Background: an optimization exercise with open tools, aiming at small area, a short achievable clock period and few clock cycles per item. Do not read the settings as production practice. RTL that was checked went through simulation tests only; none was proved equivalent to the original. No activity file was given, so power comes from the tool's default toggle rates.

v6:
// axil_fetch
module axil_fetch #(
	parameter int K = 3
) (
	input  logic S_AXI_ACLK,
	input  logic fifo_reset,
	input  logic i_new_pc,
	input  fetch_pkg::addr_t i_pc,
	input  logic i_ready,
	output fetch_pkg::insn_t o_insn,
	output fetch_pkg::addr_t o_pc,
	output logic o_valid,
	output logic o_illegal,
	output logic M_AXI_ARVALID,
	input  logic M_AXI_ARREADY,
	output fetch_pkg::addr_t M_AXI_ARADDR,
	input  logic M_AXI_RVALID,
	output logic M_AXI_RREADY,
	input  fetch_pkg::bus_word_t M_AXI_RDATA,
	input  logic [1:0] M_AXI_RRESP
);
	localparam int CW = $clog2(K + 1);
	logic active;
	logic [31:3] rq_addr;
	logic stale_hold;
	logic arv_ok, arv_spec;
	logic [3:0] inflight, inflight_n;
	logic [3:0] drop, drop_n;
	logic drop_zero, drop_zero_n;
	logic [CW-1:0] used, used_n;
	logic [63:0] buf_data [K];
	logic buf_err [K];
	logic [K-1:0] wr_oh, rd_oh, wr_oh_n, rd_oh_n;
	logic [CW-1:0] fcount, fcount_n;
	logic acc, acc_live, acc_stale, ar_held;
	logic keep, fempty, nl, can_take;
	logic take, load, avail, free, pop, push;
	logic o_valid_n, o_illegal_n, spec_n;
	logic room_n, full_n, choke_n;
	logic src_err;
	logic [31:0] lane;
  ...
For scale: ~1200 cells after synthesis, about 310 flip-flops, roughly 0.014 mm^2 of cells after synthesis.
export LEC_CHECK = 0
export CAP_MARGIN = 20
export CORE_MARGIN = 2
export CORE_UTILIZATION = 40
export SETUP_SLACK_MARGIN = 2.0
export SLEW_MARGIN = 20
create_clock -name core_clock -period 4.0 [get_ports {S_AXI_ACLK}]
standard.sh (not shown) runs the stock make flow with config.mk's settings and CLKGATE_MAP_FILE= SYNTH_SCRIPT=/design/flow/synth_recipe.tcl, a recipe that flattens the netlist after the stock synthesis.
==> flow/flow/run.sh <==
#!/bin/bash
set -euo pipefail
bash standard.sh "BUFFER_PORTS_ARGS=-buffer_cell sky130_fd_sc_hd__buf_1" \
	"CTS_ARGS=-sink_clustering_enable -repair_clock_nets -dont_use_dummy_load -sink_clustering_size 30 -sink_clustering_max_diameter 60" \
	finish > standard_flow.log 2>&1
v6 reached the end of the flow, and the finished layout is clean on the timing, design-rule and antenna checks.
Input changes introduced in v7 (baseline for comparison: v6):
--- a/flow/design.v
+++ b/flow/design.v
@@ -50,16 +50,17 @@
 	logic [3:0] inflight, inflight_n;
 	logic [3:0] drop, drop_n;
 	logic drop_zero, drop_zero_n;
 	logic [CW-1:0] used, used_n;
 	logic [63:0] buf_data [K];
 	logic buf_err [K];
 	logic [K-1:0] wr_oh, rd_oh, wr_oh_n, rd_oh_n;
 	logic [CW-1:0] fcount, fcount_n;
+	logic [K-1:0] wsel;
 	logic acc, acc_live, acc_stale, ar_held;
 	logic keep, fempty, nl, can_take;
 	logic take, load, avail, free, pop, push;
 	logic o_valid_n, o_illegal_n, spec_n;
 	logic room_n, full_n, choke_n;
 	logic src_err;
 	logic [31:0] lane;
 	assign M_AXI_RREADY = 1'b1;
@@ -222,16 +223,17 @@
 			used <= '0;
 			active <= 1'b0;
 			stale_hold <= 1'b0;
 			arv_ok <= 1'b0;
 			arv_spec <= 1'b0;
 			wr_oh <= K'(1);
 			rd_oh <= K'(1);
 			fcount <= '0;
+			wsel <= K'(1);
 			o_valid <= 1'b0;
 			o_illegal <= 1'b0;
 		end
 		else
 		begin
 			inflight <= inflight_n;
 			drop <= drop_n;
 			drop_zero <= drop_zero_n;
@@ -243,25 +245,26 @@
 			else if (acc)
 				stale_hold <= 1'b0;
 			arv_ok <= ar_held || ((active || i_new_pc) && !choke_n && room_n);
 			arv_spec <= !ar_held && (active || i_new_pc) && !choke_n && full_n
 				&& spec_n;
 			wr_oh <= wr_oh_n;
 			rd_oh <= rd_oh_n;
 			fcount <= fcount_n;
+			wsel <= drop_zero_n ? wr_oh_n : '0;
 			o_valid <= o_valid_n;
 			o_illegal <= o_illegal_n;
 		end
 	end
 	always_ff @(posedge S_AXI_ACLK)
 	begin
 		for (int i = 0; i < K; i++)
 		begin
-			if (keep && wr_oh[i])
+			if (M_AXI_RVALID && wsel[i])
 			begin
 				buf_data[i] <= M_AXI_RDATA;
 				buf_err[i] <= M_AXI_RRESP[1];
 			end
 		end
 	end
 	always_ff @(posedge S_AXI_ACLK)
 	begin
Findings:
v7 ended up with a higher total number of clock tree sinks than v6 did. v6 has higher count of buffering cells on the critical path with inverters included than v7. v7 against v6: number of non-clock buffers -9.4%; clock-buffer cell count went down. Delta (v7 minus v6): number of gates on the worst path with buffers counted fell by 7, total power went down. v6 ended up with simple AND/OR/NAND/NOR gates as its main combinational cell family by area after synthesis; v7 ended up with compound AO/OA/AOI/OAI gates.
Testbench counts of v7, summed over its fixed seeds: cycles 70,312, insns 52,201.
No functional check of the RTL was part of v6.

-- re-timing with driven ports --
The results above use ideal ports. As a check the final layouts listed here were re-extracted and re-timed, cells and wires unchanged. Step 1 sets driving cells, clkbuf_16 on the clock port and buf_2 on the other inputs (assumed; they add their load-dependent delay and slew). Step 2 adds t to the input delays and takes it off the output delays; t is the mean of the earliest and latest rising clock arrival at the registers after step 1. Input paths then give back, and output paths get back, about the clock's delay inside the block. Three values: no drivers, after step 1, after step 2; two values: the first two.
| run | t (ns) | setup slack, ns | slew at the worst register clock pin (ns) |
|---|---|---|---|
| v6 | 0.532 | 1.922 / 1.875 / 1.437 | 0.08 / 0.08 |
| v7 | 0.584 | 1.927 / 1.875 / 1.429 | 0.09 / 0.09 |
After both steps every run listed still meets setup and hold. The setup slack of v7, which loses most, moves by -0.052 ns with the drivers and by -0.498 ns with both steps.
